From an optimization exercise on the open Yosys and OpenROAD flow, aimed at small area, a short achievable clock period and few clock cycles per item; shortcuts taken in it are not production practice.
Where RTL was checked, it was by simulation tests only, not by an equivalence proof against the original.
Power and IR drop assume default switching activity.

== the reference run ==
## nearest_palette_color_unit
module nearest_palette_color_unit #(
  parameter int unsigned PALETTE_SIZE = 22
) (
  input  logic        clk_i,
  input  logic        rst_ni,
  input  logic        cfg_we_i,
  input  logic [21:0] cfg_wdata_i,
  input  logic        pixel_valid_i,
  output logic        pixel_ready_o,
  input  logic [31:0] pixel_word_i,
  output logic        result_valid_o,
  input  logic        result_ready_i,
  output logic [4:0]  color_index_o,
  output logic        none_enabled_o
);
Settings: LEC_CHECK=0, ABC_AREA=1, CAP_MARGIN=20, CORE_MARGIN=2, CORE_UTILIZATION=40, SETUP_SLACK_MARGIN=2.6, SLEW_MARGIN=20; clock period 5.5 ns.
run.sh (not shown) runs the stock make flow with config.mk's settings and CLKGATE_MAP_FILE= SYNTH_SCRIPT=/design/flow/synth_recipe.tcl, a recipe that flattens the netlist after the stock synthesis.
The reference run reached the final stage; the timing, design-rule and antenna checks on its layout passed.
Inputs modified between the reference run and the trial run:
# the reference run
export LEC_CHECK = 0
export ABC_AREA = 1
export CAP_MARGIN = 20
export CORE_MARGIN = 2
export CORE_UTILIZATION = 40
export SETUP_SLACK_MARGIN = 2.6
export SLEW_MARGIN = 20
create_clock -name core_clock -period 5.5 [get_ports {clk_i}]
# the trial run
export LEC_CHECK = 0
export ABC_AREA = 1
export CAP_MARGIN = 20
export CORE_MARGIN = 2
export CORE_UTILIZATION = 40
export SETUP_SLACK_MARGIN = 2.5
export SLEW_MARGIN = 20
create_clock -name core_clock -period 5.5 [get_ports {clk_i}]
[summary]
The trial run: full flow OK, the timing, design-rule and antenna checks passed
Looking only at final net count, and setting everything else aside, the higher value of the trial run and the reference run goes to the reference run.
The reference run has higher first-pass iteration count of the detailed router than the trial run.
There was hardly any difference in global-route wire length before repair between the trial run and the reference run.
The data arrival time at the worst-slack endpoint in the trial run sits 0.07 ns above the value recorded for the reference run.
In the tables for the trial run and the reference run, final critical path time including I/O delays and setup reads lower with the reference run.
From the reference run to the trial run the numbers moved as follows: sequential share of layout area went up; number of well taps did not really move.
Against the reference run, fmax in the trial run fell by a few percent.
Re count of clock tree sinks: no difference whatsoever between the reference run and the trial run.
Via density per instance across the trial run and the reference run: no real change.
Power density of the placed cells was higher in the reference run than in the trial run.
No run of this note included a check of the RTL's function; only the layout flow was run.

========
nearest_palette_color_unit, a different RTL version from the one above (not shown whole).
For scale: roughly 3700 cells after synthesis, about 490 flip-flops, about 67 I/O pins, ~28000 µm² of cells after synthesis.
Settings: LEC_CHECK=0, ABC_AREA=1, CAP_MARGIN=20, CORE_MARGIN=2, CORE_UTILIZATION=40, SETUP_SLACK_MARGIN=2.2, SLEW_MARGIN=20; clock period 5.5 ns.
==> next run, changes <==
- CORE_UTILIZATION: 40 -> 60
- SETUP_SLACK_MARGIN: 2.2 -> 2.6
Outcome: The new run ran to the end with no violations; die area goes down by 33%; wire length grows by 5.5%; design area goes up by 1.1%; utilization increases by 24 points; non-clock buffer count rose by 48; count of clock-buffer cells in the layout climbs by 8; setup slack improves by 0.28 ns; combinational power climbs by about 7%.
==> next run, changes <==
- ABC_AREA: 1 -> unset
- CORE_UTILIZATION: 60 -> 40
Outcome: The changed run completed without violations; total power came out higher by 9.0%; clock power came out higher by 10%; final cell count came out lower by 11%; via count came out lower by 12%; worst setup slack got worse by 0.73 ns; wire length came out higher by 0.98%; sequential power came out higher by about 3%; hold slack got worse by 0.0046 ns; sequential share of layout area came out lower by 3.0 points.
No run of this note included a check of the RTL's function; only the layout flow was run.

========
Setup of exp/garnet:
nearest_palette_color_unit, a different RTL version from the one above (not shown whole).
For scale: about 480 flip-flops, ~67 I/O pins, about 27,000 sq um of cells after synthesis.
export LEC_CHECK = 0
export ABC_AREA = 1
export CAP_MARGIN = 10
export CORE_MARGIN = 2
export CORE_UTILIZATION = 40
export CTS_BUF_LIST = sky130_fd_sc_hd__clkbuf_16
export CTS_CLUSTER_DIAMETER = 80
export CTS_CLUSTER_SIZE = 30
export SETUP_SLACK_MARGIN = 2.6
export SLEW_MARGIN = 10
create_clock -name core_clock -period 5.5 [get_ports {clk_i}]
exp/garnet ended with every stage complete and zero timing, DRC or antenna violations.
Testbench counts of exp/garnet, summed over its fixed seeds: cycles 16,040, items 16,000.
### exp/garnet -> exp/ember
- putting TNS_END_PERCENT at 0 where nothing was set
- swapping 10 for 20 in SLEW_MARGIN
- clearing CTS_CLUSTER_DIAMETER, which used to be 80
- clearing CTS_CLUSTER_SIZE, which used to be 30
- clearing CTS_BUF_LIST, which used to be sky130_fd_sc_hd__clkbuf_16
- swapping 10 for 20 in CAP_MARGIN
==> results.txt <==
- Comparing exp/garnet and exp/ember, the higher area of the multi-input gates is on exp/garnet.
- Number of antenna violations at the first check in global routing came out exactly the same in exp/garnet and exp/ember.
- [diff] pre-CTS setup slack, exp/ember relative to exp/garnet: improvement
- Final period demand of the worst path for exp/ember is higher than for exp/garnet.
- The post-route fraction of the period consumed by the critical path reported for exp/ember is greater than that of exp/garnet by 1.6 points.
- Data-path buffer share of cell area in the final layout: exp/garnet and exp/ember compared, lower one is exp/ember
- Max CTS H-tree depth across exp/garnet and exp/ember: exp/ember
Inputs modified between exp/ember and exp/violet:
- CTS_CLUSTER_DIAMETER newly set to 80
- SETUP_SLACK_MARGIN changed from 2.6 to 2.5
- CTS_CLUSTER_SIZE newly set to 30
- CTS_BUF_LIST newly set to sky130_fd_sc_hd__clkbuf_16
- TNS_END_PERCENT removed (was 0)
[summary]
- exp/violet completed every stage of the flow, and the final layout passed the timing, design-rule and antenna checks.
- Sequential share of layout area: exp/violet vs exp/ember up 0.64 points
- exp/violet -> exp/ember: mux share of post-synthesis cell area delta 0, exact match
- Higher highest attainable clock frequency goes to exp/violet over exp/ember.
- Taking exp/ember over exp/violet, the total of clock buffers placed in the layout ratio works out to 2.1.
- exp/violet vs. exp/ember: area growth from synthesis to layout moved down; overall fraction of global-route tracks in use moved down; number of nets in the synthesized netlist level; setup slack of the critical path after layout moved up.
- Re quantity of I/O buffers inserted on ports: no difference whatsoever between exp/ember and exp/violet.
--- input diff exp/violet..exp/tundra ---
- CORE_UTILIZATION now 35, was 40
- CTS_CLUSTER_SIZE now 34, was 30
- SETUP_SLACK_MARGIN now 2.6, was 2.5
--- outcome ---
- Sum of met2 wire segment lengths after detailed routing, exp/tundra and exp/violet: higher on exp/tundra
- [compare] base=exp/violet new=exp/tundra: worst path setup slack after routing higher; total power higher.
- Going from exp/violet to exp/tundra, wire length of the first global-routing pass held, global routing usage on met1 saw a decrease.
- exp/tundra vs exp/violet — final period demand of the worst path dropped 0.049 ns.
- Changes observed in exp/tundra relative to exp/violet: utilization after layout moved down; transition time of the tightest slew-check pin rose by 0.0039 ns.
- Higher worst-path maximum fanout was reported by exp/violet, not exp/tundra.

## afterwards: timing with drivers on the ports
No port has a modelled driver above. Below, the same layouts with a new extraction and two added sets of constraints. Step 1 sets driving cells, clkbuf_16 on the clock port and buf_2 on the other inputs (assumed; they add their load-dependent delay and slew). Step 2 moves the port delays by t, midway between the first and last clock arrival at a register: inputs arrive t later, outputs are due t later. That takes back most of the time a late clock gives input paths. Three values: ideal ports, drivers, drivers and shift; two values: the first two.
run	t (ns)	setup slack, ns	worst slew at a driven data input, ns	cell pins on the clock port's net
the reference run	0.663	2.727 / 2.727 / 2.344	0.05	1
the trial run	0.670	2.647 / 2.647 / 2.229	0.05	1
the first run of note 2	0.659	2.331 / 2.331 / 1.904	0.05	1
the second run of note 2	0.666	2.612 / 2.612 / 2.252	0.04	1
the third run of note 2	0.655	1.886 / 1.886 / 1.886	0.05	1
exp/garnet	0.666	2.660 / 2.660 / 2.201	0.06	1
exp/ember	0.673	2.574 / 2.574 / 2.193	0.06	1
exp/violet	0.683	2.618 / 2.618 / 2.158	0.05	1
exp/tundra	0.685	2.667 / 2.667 / 2.172	0.04	1
After both steps every run listed still meets setup and hold. The setup slack of exp/tundra, which loses most, moves by 0.000 ns with the drivers and by -0.495 ns with both steps.
